This design comes from an exercise in tuning for small area on the open sky130 flow, not from production work. Function was checked by simulation only, so behaviour that the tests miss may differ from the original. No activity file was given, so power comes from the tool's default toggle rates.

**config.mk**
```make
export PLATFORM = sky130hd
export DESIGN_NAME = pdm_xcorr_lag_scan
export DESIGN_NICKNAME = pdm_xcorr_lag_scan
export VERILOG_FILES = /design/flow/design.v
export SDC_FILE = /design/flow/constraint.sdc
export NUM_CORES = 4
export LEC_CHECK = 0
export CAP_MARGIN = 20
export CORE_MARGIN = 2
export CORE_UTILIZATION = 40
export SLEW_MARGIN = 20
```
**design.v**
```verilog
module pdm_xcorr_lag_scan #(
  parameter int MAX_LENGTH   = 256,
  parameter int MAX_LAG      = 4,
  parameter int RESULT_EVERY = 64,
  localparam int CW          = $clog2(MAX_LENGTH + 1),
  localparam int LAGW        = $clog2(MAX_LAG + 1) + 1
) (
  input  logic                   clk,
  input  logic                   rst,
  input  logic                   in_valid,
  input  logic                   data_1,
  input  logic                   data_2,
  input  logic [CW-1:0]          length,
  output logic                   primed,
  output logic                   out_valid,
  output logic signed [LAGW-1:0] best_lag,
  output logic [CW-1:0]          best_corr,
  output logic                   overrun
);
  localparam int NUM_LAGS = 2 * MAX_LAG + 1;    
  localparam int HA       = MAX_LENGTH + MAX_LAG;  
  localparam int HB       = MAX_LENGTH;            
  logic [7:0] leff8;
  logic [8:0] leff9;
  logic [7:0] q_reg;
  logic       restart;
  always_comb begin
    if (length[8])
      leff8 = 8'd0;
    else if (length[7:1] == 7'd0)
      leff8 = 8'd2;
    else
      leff8 = length[7:0];
  end
  assign leff9 = {length[8], leff8};
  always_ff @(posedge clk)
    q_reg <= leff8;
  assign restart = rst || (leff8 != q_reg);
  wire accept = in_valid && !restart;
  logic [8:0] rem_reg;
  wire        rem_hi  = &rem_reg[8:3];              
  wire        full_b  = rem_hi || (rem_reg == 9'd0);  
  wire        full_a  = rem_hi && (rem_reg[2:0] <= 3'd4);  
  wire        primed_w = rem_hi && (rem_reg[2:0] == 3'd0);
  always_ff @(posedge clk) begin
    if (restart)
      rem_reg <= leff9;
    else if (in_valid && !primed_w)
      rem_reg <= rem_reg - 9'd1;
  end
  logic [HA-1:0] h1_reg;
  logic [HB-1:0] h2_reg;
  always_ff @(posedge clk) begin
    if (restart) begin
      h1_reg[3:0] <= '0;
      h2_reg[7:0] <= '0;
    end else if (in_valid) begin
      h1_reg[3:0] <= {h1_reg[2:0], data_1};
      h2_reg[7:0] <= {h2_reg[6:0], data_2};
    end
  end
  always_ff @(posedge clk) begin
    if (in_valid) begin
      h1_reg[HA-1:4] <= h1_reg[HA-2:3];
      h2_reg[HB-1:8] <= h2_reg[HB-2:7];
    end
  end
  logic [255:0] va;
  logic [255:0] vb;
  always_comb begin
    for (int v = 2; v < 256; v++) begin
      va[v] = h1_reg[v+3];
      vb[v] = h2_reg[v-1];
    end
    va[0] = h1_reg[259];
    vb[0] = h2_reg[255];
    va[1] = va[0];
    vb[1] = vb[0];
  end
  wire old_a  = va[q_reg] & full_a;
  wire old_b0 = vb[q_reg] & full_b;
  logic [7:0] tb_reg;
  always_ff @(posedge clk) begin
    if (restart)
      tb_reg <= '0;
    else if (in_valid)
      tb_reg <= {tb_reg[6:0], old_b0};
  end
  logic [8:0] old_b;    
  assign old_b = {tb_reg, old_b0};
  logic [8:0] new_b;    
  assign new_b = {h2_reg[7:0], data_2};
  logic [8:0] cnt_reg   [NUM_LAGS];
  logic [8:0] corr_next [NUM_LAGS];
  generate
    for (genvar gi = 0; gi < NUM_LAGS; gi++) begin : g_lag
      wire m_new = h1_reg[3] ^ new_b[8-gi];
      wire m_old = old_a ^ old_b[8-gi];
      assign corr_next[gi] = cnt_reg[gi] + {8'd0, m_new} - {8'd0, m_old};
      always_ff @(posedge clk) begin
        if (restart)
          cnt_reg[gi] <= '0;
        else if (in_valid)
          cnt_reg[gi] <= corr_next[gi];
      end
    end
  endgenerate
  logic [5:0] dec_reg;
  always_ff @(posedge clk) begin
    if (restart)
      dec_reg <= '0;
    else if (in_valid && primed_w)
      dec_reg <= dec_reg + 6'd1;
  end
  wire trigger = accept && primed_w && (&dec_reg);
  logic [8:0] v1 [4];
  logic [3:0] i1 [4];
  logic [8:0] v2 [2];
  logic [3:0] i2 [2];
  logic [8:0] v3, v4;
  logic [3:0] i3, i4;
  always_comb begin
    for (int p = 0; p < 4; p++) begin
      if (corr_next[2*p+1] < corr_next[2*p]) begin
        v1[p] = corr_next[2*p+1];
        i1[p] = 4'(2*p+1);
      end else begin
        v1[p] = corr_next[2*p];
        i1[p] = 4'(2*p);
      end
    end
    for (int p = 0; p < 2; p++) begin
      if (v1[2*p+1] < v1[2*p]) begin
        v2[p] = v1[2*p+1];
        i2[p] = i1[2*p+1];
      end else begin
        v2[p] = v1[2*p];
        i2[p] = i1[2*p];
      end
    end
    if (v2[1] < v2[0]) begin
      v3 = v2[1];
      i3 = i2[1];
    end else begin
      v3 = v2[0];
      i3 = i2[0];
    end
    if (corr_next[8] < v3) begin
      v4 = corr_next[8];
      i4 = 4'd8;
    end else begin
      v4 = v3;
      i4 = i3;
    end
  end
  logic [3:0]             k_reg;
  logic [8:0]             pend_val;
  logic signed [LAGW-1:0] pend_lag;
  logic signed [LAGW-1:0] best_lag_reg;
  logic [CW-1:0]          best_corr_reg;
  logic                   overrun_reg;
  wire                    idle = (k_reg == 4'd0);
  always_ff @(posedge clk) begin
    if (restart)
      k_reg <= 4'd0;
    else if (idle)
      k_reg <= trigger ? 4'd1 : 4'd0;
    else if (k_reg == 4'd10)
      k_reg <= 4'd0;
    else
      k_reg <= k_reg + 4'd1;
  end
  always_ff @(posedge clk) begin
    if (idle && trigger) begin
      pend_val <= v4;
      pend_lag <= LAGW'(i4 - 4'd4);
    end
  end
  always_ff @(posedge clk) begin
    if (rst) begin
      best_lag_reg  <= '0;
      best_corr_reg <= '0;
      overrun_reg   <= 1'b0;
    end else begin
      if (trigger && !idle)
        overrun_reg <= 1'b1;
      if (k_reg == 4'd9 && !restart) begin
        best_lag_reg  <= pend_lag;
        best_corr_reg <= pend_val;
      end
    end
  end
  assign primed    = primed_w;
  assign out_valid = (k_reg == 4'd10);
  assign overrun   = overrun_reg;
  assign best_lag  = best_lag_reg;
  assign best_corr = best_corr_reg;
endmodule
```
**run.sh**
```bash
#!/bin/bash
# synth_recipe.tcl (not shown) runs the flow's synth.tcl, then flattens the netlist and writes it again
# the make line also repeats each setting of config.mk as NAME=value (left out here)
make -C /OpenROAD-flow-scripts/flow DESIGN_CONFIG=/design/flow/config.mk WORK_HOME=/design/flow/orfs CLKGATE_MAP_FILE= SYNTH_SCRIPT=/design/flow/synth_recipe.tcl finish
```
**constraint.sdc**
```tcl
create_clock -name core_clock -period 10.0 [get_ports {clk}]
set_input_delay 2.0000 -clock core_clock [delete_from_list [all_inputs] [get_ports {clk}]]
set_output_delay 2.0000 -clock core_clock [all_outputs]
set_load 0.01 [all_outputs]
```
==> results.py <==
metrics = {
    "cts": {
        "cts.sinks": 659,
        "clkLatencyLatePin_ns": 0.62,
        "clk_pin_slew_ns": 0.07,
        "cts_tree": "yes",
        "root_buffer": "clkbuf_16",
        "cts_buffers": 72,
        "holdBufCountCts": 0,
        "cts_max_path_buffers": 3,
        "htreeDepth": 3,
    },
    "global_routing": {
        "gr-usage-met1_pct": 22.4,
        "grt-ovfl-total": 0,
        "met3_usage_pct": 3.06,
        "busiest_layer": "met2",
        "antenna_found_initial": 0,
        "grt_pass1_vias": 19158,
        "use_met2_pct": 26.7,
        "grt_pass1_wl_um": 103000,
        "grt_max_degree": 180,
        "grt_usage_pct": 16.4,
    },
    "synth": {
        "synth_nets": 2247,
        "yosysWarningCount": 7,
        "synthCells": 2082,
        "synth-async-reset-ratio_pct": 0,
        "synthFlopType": "edfxtp_1",
        "yosysMostFrequentCell": "edfxtp_1",
        "synth.avg_cell_area_sq_um": 14.8,
        "synth_top_area_share_pct": 51.2,
        "ys_top_cells_by_count": "526 x edfxtp_1, 185 x nor2_1, 169 x inv_1, 164 x mux4_2, 142 x ha_1",
        "synth-seq-cells": 659,
        "synth_edf_count": 526,
        "yosys.area.top_type": "edfxtp_1",
        "ys_seq_area_share_pct": 59.9,
        "syn_area_sq_um": 30800,
        "synth_cell_types": 69,
        "synthTopCellsByArea": "edfxtp_1 51%, mux4_2 12%, dfxtp_1 8.6%, ha_1 5.8%, mux2i_1 4.4%",
    },
    "critical_path": {
        "path_max_fanout": 6,
        "worstPathArrival_ns": 12.39,
        "worst_path_max_delay_cell": "mux4_2",
        "cpPeakStageDelay_ns": 0.52,
        "crit_path_end_kind": "register",
        "criticalPathCategory": "reg -> reg",
        "startpoint_type": "register",
        "worstPathRequired_ns": 10.35,
    },
    "sta": {
        "finalHoldViolCount": 0,
        "period_needed_ns": 12.04,
        "finalClockSkew_ns": 0.0282,
        "fmax_mhz": 83.0,
        "setup_violations": 13,
        "period_share_pct": 120,
        "timing.hold.ws_ns": 0.421,
        "setup_ws_ns": -2.04,
        "worstMarginPinSlew_ns": 1.05,
        "drv_slew": 0,
        "maxSlewHeadroom_pct": 30.2,
        "rsz0062_at_grt": "true",
    },
    "route": {
        "postRouteAntennaNets": 0,
        "via_count": 18578,
        "drc": 0,
        "first_pass_iters": 7,
        "via_per_inst": 5.13,
        "wirelength_um": 64500,
        "wire_per_inst_um": 17.8,
        "drtIter0Drc": 1311,
    },
    "run_status": {
        "status": "finished with violations",
        "so_faults": "setup timing",
    },
    "floorplanning": {
        "die_w_um": 282,
        "ioPinCount": 30,
        "placement_rows": 101,
        "initial_core_util_pct": 40.5,
        "die_area_sq_um": 79300,
        "core_sq_um": 76100,
        "die_h_um": 282,
    },
    "placed_design": {
        "io_buffers": 29,
        "gp_congestion": 0.884,
        "dpl.hpwl_um": 42300,
        "place_inst": 3433,
    },
    "cells_and_area": {
        "nets": 2695,
        "drive_gt1_share_pct": 32.3,
        "largest_reg_flops": 260,
        "diodes": 0,
        "area_growth_pct": 25.7,
        "final_cells": 3619,
    },
    "pwr": {
        "ir_drop_v": 0.000126,
        "leakage_uw": 0.0146,
        "powerDensity_nw_per_um2": 176,
    },
    "run": {
        "drv_cap": 0,
    },
    "worst_hold_path": {
        "worst_hold_path_type": "reg -> reg",
    },
}
[report_power, final]
group	internal [uW]	leakage, uW	switching [uW]
Combinational	464	0.00719	396
Sequential	3110	0.00624	62.5
Clock	1690	0.00121	1110
Total	5260	0.0146	1570
[metrics by stage]
| step | cell area [sq um] | power, uW | worst slack, ns | util [%] | TNS, ns |
|---|---|---|---|---|---|
| 5_1_grt | 38700 | 7090 | -2.52 | 50.9 | -31.98 |
| 2_1_floorplan | 31000 | 3670 | -1.25 | - | -15.07 |
| 3_5_place_dp | 35200 | 3980 | -2.34 | 46.2 | -29.51 |
| 6_report | 38700 | 6830 | -2.04 | 50.9 | -25.63 |
| 4_1_cts | 38300 | 6870 | -1.91 | 50.4 | -24.04 |
| 3_3_place_gp | 35200 | 3970 | -2.13 | 46.2 | -26.82 |
[cell families after synthesis]
family	count (synthesis)	share of synthesized area, %
flip-flops	659	59.9
AND/OR/NAND/NOR	326	4.79
multiplexers	308	16.7
AO/OA/AOI/OAI	286	6.16
buffers and inverters	247	3.08
adder cells (fa/ha/maj)	157	6.56
XOR/XNOR	99	2.81
[path summary, 6_finish.rpt]
kind	startpoint	to	cells after the start	slack, ns
hold / removal	h1_reg[4]	h1_reg[5]	0	0.42
setup reg to reg	q_reg[0]	pend_val[3]	56	-2.04
hold reg to reg	h1_reg[4]	h1_reg[5]	0	0.42
setup / recovery	q_reg[0]	pend_val[3]	56	-2.04
[critical path, delay by kind of cell, from the launching register on]
family / cells / cell delay [ns]
AND/OR/NAND/NOR: 10 / 1.30
AO/OA/AOI/OAI: 17 / 3.38
adder cells (fa/ha/maj): 8 / 2.12
multiplexers: 8 / 3.19
XOR/XNOR: 2 / 0.25
flip-flops: 1 / 0.36
buffers and inverters: 11 / 1.19
[routing by layer]
layer,part of all wire (%),up-vias
li1,-,8811
met1,46,9373
met2,48,282
met3,3.9,112
met4,2.4,0
met5,0,-
[what timing repair did]
item / CTS / global route
pin swaps: 34 / 65
gates cloned: 3 / 0
setup buffers: 37 / 15
gates resized for setup: 64 / 74
endpoints found under the setup margin: 13 / 13
[placed cells by master, fill, tap and decap left out, types with 28 or more instances in the layout]
cell	n
edfxtp_1	526
buf_4	389
nor2_1	176
mux4_2	164
inv_1	160
dfxtp_1	129
ha_1	128
mux2i_1	120
clkbuf_16	74
a21oi_1	63
xnor2_1	58
o21ai_0	41
nand2_1	35
a211oi_1	33
xor2_1	33
a21o_1	28
clkdlybuf4s50_1	28
[area by class of cell]
cell class | count | area [sq um]
multi-input cells | 1176 | 12100
clock inverters | 44 | 591
well taps | 1030 | 1290
repair buffers | 452 | 3780
clock buffers | 89 | 1920
fillers | 6390 | 37300
flip-flops and latches | 659 | 18500
inverters | 169 | 637

static timing again, ports no longer ideal:
The flow's constraints put no driver on any port. The routed layout listed below was extracted and timed again, unchanged, in two steps.
Step 1 (the two cells are an assumption about what drives the block):
set clk [get_ports {clk}]
set_driving_cell -lib_cell sky130_fd_sc_hd__clkbuf_16 $clk
set_driving_cell -lib_cell sky130_fd_sc_hd__buf_2 [delete_from_list [all_inputs] $clk]
Step 2 moves the port delays by t, midway between the first and last clock arrival at a register: inputs arrive t later, outputs are due t later. That takes back most of the time a late clock gives input paths.
Three values: ideal ports, drivers, drivers and shift; two values: the first two.
t, ns: 0.664
setup WS [ns]: -2.045 / -2.045 / -2.045
cell pins on the clock port's net: 1
For this run, drivers alone change the setup slack by 0.000 ns; drivers and shift together by 0.000 ns.
